What follows belongs to an exercise in optimizing a design on an open flow for small area, a short achievable clock period and few clock cycles per item; a production flow would make more cautious choices.
Function was checked by simulation only, so behaviour that the tests miss may differ from the original.

==> flow/design.v (excerpt) <==
module sm3Compress (
	input  logic          clk,
	input  logic          enable,
	input  logic          start,
	input  logic [255:0]  chainIn,
	input  logic [511:0]  block,
	output logic [255:0]  chainOut,
	output logic          busy,
	output logic          done
);
For scale: about 7400 cells after synthesis, roughly 1300 flip-flops, ~1000 I/O pins, roughly 62000 µm² of cells after synthesis.
clock: 10.0 ns
lec_check: 0
abc_area: 1
cap_margin: 20
core_margin: 2
core_utilization: 60
place_density: 0.8
setup_slack_margin: 5
slew_margin: 20
standard.sh (not shown) runs the stock make flow with config.mk's settings and CLKGATE_MAP_FILE= SYNTH_SCRIPT=/design/flow/synth_recipe.tcl, a recipe that flattens the netlist after the stock synthesis.
==> flow/flow/run.sh <==
#!/bin/bash
# The standard layout (standard.sh) with single-strength port buffers and
# a clock tree of clkbuf_8 buffers without dummy balancing loads
set -e
export BUFFER_PORTS_ARGS="-buffer_cell sky130_fd_sc_hd__buf_1"
export CTS_ARGS="-sink_clustering_enable -repair_clock_nets -dont_use_dummy_load -buf_list {sky130_fd_sc_hd__clkbuf_8}"
bash standard.sh > standard.log 2>&1
The first run completed without violations.
Testbench counts at the start, summed over its fixed seeds: cycles 12,488, blocks 192.
Rerun with:
==> flow/flow/run.sh (replaced) <==
#!/bin/bash
set -e
export BUFFER_PORTS_ARGS="-buffer_cell sky130_fd_sc_hd__buf_1"
sed -e 's/SETUP_SLACK_MARGIN=[0-9.]*/SETUP_SLACK_MARGIN=6/' standard.sh > standard_tight.sh
bash standard_tight.sh > standard.log 2>&1
- PLACE_DENSITY: 0.8 -> 0.7
Result: The changed run passed the timing, design-rule and antenna checks; first-iteration DRC count grows by 25%; via count increases by about 6%; final cell count grows by 2.1%; die area stays the same; count of clock-buffer cells in the layout shrinks by 25; wire length goes up by 9.6%; register-to-register slack gets worse by 450 ps; maximum frequency is lower by about 8%.


## build 68
Starting RTL as in the previous note.
Settings: LEC_CHECK=0, ABC_AREA=1, CAP_MARGIN=20, CORE_MARGIN=2, CORE_UTILIZATION=60, PLACE_DENSITY=0.7, SETUP_SLACK_MARGIN=5, SLEW_MARGIN=20; clock period 10.0 ns.
==> flow/flow/run.sh <==
#!/bin/bash
set -e
export BUFFER_PORTS_ARGS="-buffer_cell sky130_fd_sc_hd__buf_1"
export CTS_ARGS="-sink_clustering_enable -repair_clock_nets -dont_use_dummy_load -buf_list {sky130_fd_sc_hd__clkbuf_8}"
sed -e 's/SETUP_SLACK_MARGIN=[0-9.]*/SETUP_SLACK_MARGIN=5.4/' standard.sh > standard_tight.sh
bash standard_tight.sh > standard.log 2>&1
Build 68 finished every step from synthesis to the final layout, and the layout passed the timing, design-rule and antenna checks.
Testbench counts of build 68, summed over its fixed seeds: cycles 12,488, blocks 192.
Inputs modified between build 68 and build 18:
--- a/flow/flow/run.sh
+++ b/flow/flow/run.sh
@@ -1,0 +2,2 @@
+# The standard layout (standard.sh) with single-strength port buffers and
+# a clock tree of clkbuf_8 buffers without dummy balancing loads
@@ -5,2 +7 @@
-sed -e 's/SETUP_SLACK_MARGIN=[0-9.]*/SETUP_SLACK_MARGIN=5.4/' standard.sh > standard_tight.sh
-bash standard_tight.sh > standard.log 2>&1
+bash standard.sh > standard.log 2>&1
--- outcome ---
Min fraction of standard cell area that is sequential across build 68 and build 18: build 68. Cell depth of the worst flop-to-flop path down about 9% in build 18 wrt build 68. Build 18 vs. build 68: overall global routing resource usage went down. Build 18 vs build 68: wire length down in build 18. Tap cell count came out exactly the same in build 68 and build 18.
Setup changes, build 18 to build 60
--- a/flow/config.mk
+++ b/flow/config.mk
@@ -13 +13 @@
-export SETUP_SLACK_MARGIN = 5
+export SETUP_SLACK_MARGIN = 4.4
Notes after the runs:
Highest clock frequency the design can meet: higher on build 18
Post-layout net count of build 60 falls short of that of build 18 slightly.
Global-route usage over all layers: build 60 vs build 18 down 0.76 points
Sort build 18 and build 60 by shortest clock period the worst path allows after layout asc -> top: build 18
#### Input delta (build 45 over build 60)
==> flow/flow/run.sh <==
#!/bin/bash
set -e
export BUFFER_PORTS_ARGS="-buffer_cell sky130_fd_sc_hd__buf_1"
bash standard.sh > standard.log 2>&1
--- a/flow/config.mk
+++ b/flow/config.mk
@@ -11,3 +11,3 @@
-export CORE_UTILIZATION = 60
-export PLACE_DENSITY = 0.7
-export SETUP_SLACK_MARGIN = 4.4
+export CORE_UTILIZATION = 70
+export PLACE_DENSITY = 0.8
+export SETUP_SLACK_MARGIN = 5
Results
Build 45: it failed during global routing, and the tool reported GRT-0232.
Build 60 -> build 45: post-placement cell area decreased slightly
From build 60 to build 45 the numbers moved as follows: total of cells resized after clock tree synthesis higher, number of hold buffers added after CTS did not really move.
The die span in x of build 45 falls short of that of build 60 by 7.3%.

## re-timing with driven ports
Ports are ideal in the flow. The routed layouts listed here were re-timed in OpenROAD.
Step 1, drivers: a clkbuf_16 drives clk and a buf_2 each remaining input, both assumed.
Step 2 times the ports against the registers' clock, not the clock port: input delays grow and output delays shrink by t, the midpoint of the rising clock arrivals with the driver on.
Slacks: no drivers / after step 1 / after step 2; pairs: no drivers / after step 1.
| run | shift t [ns] | setup slack, ns | worst setup path after step 2 | slew at the worst register clock pin (ns) | pins driven straight from the clock port |
|---|---|---|---|---|---|
| the first run of note 1 | 0.939 | 4.851 / 4.851 / 4.327 | input to register | 0.07 / 0.07 | 1 |
| the second run of note 1 | 0.869 | 4.398 / 4.398 / 4.398 | register to register | 0.07 / 0.07 | 1 |
| build 68 | 0.968 | 4.658 / 4.658 / 4.628 | input to register | 0.07 / 0.07 | 1 |
| build 18 | 0.959 | 4.966 / 4.966 / 4.288 | input to register | 0.08 / 0.08 | 1 |
| build 60 | 0.964 | 4.561 / 4.561 / 3.752 | input to register | 0.07 / 0.07 | 1 |
After both steps every run listed still meets setup and hold. The setup slack of build 60, which loses most, moves by 0.000 ns with the drivers and by -0.809 ns with both steps.
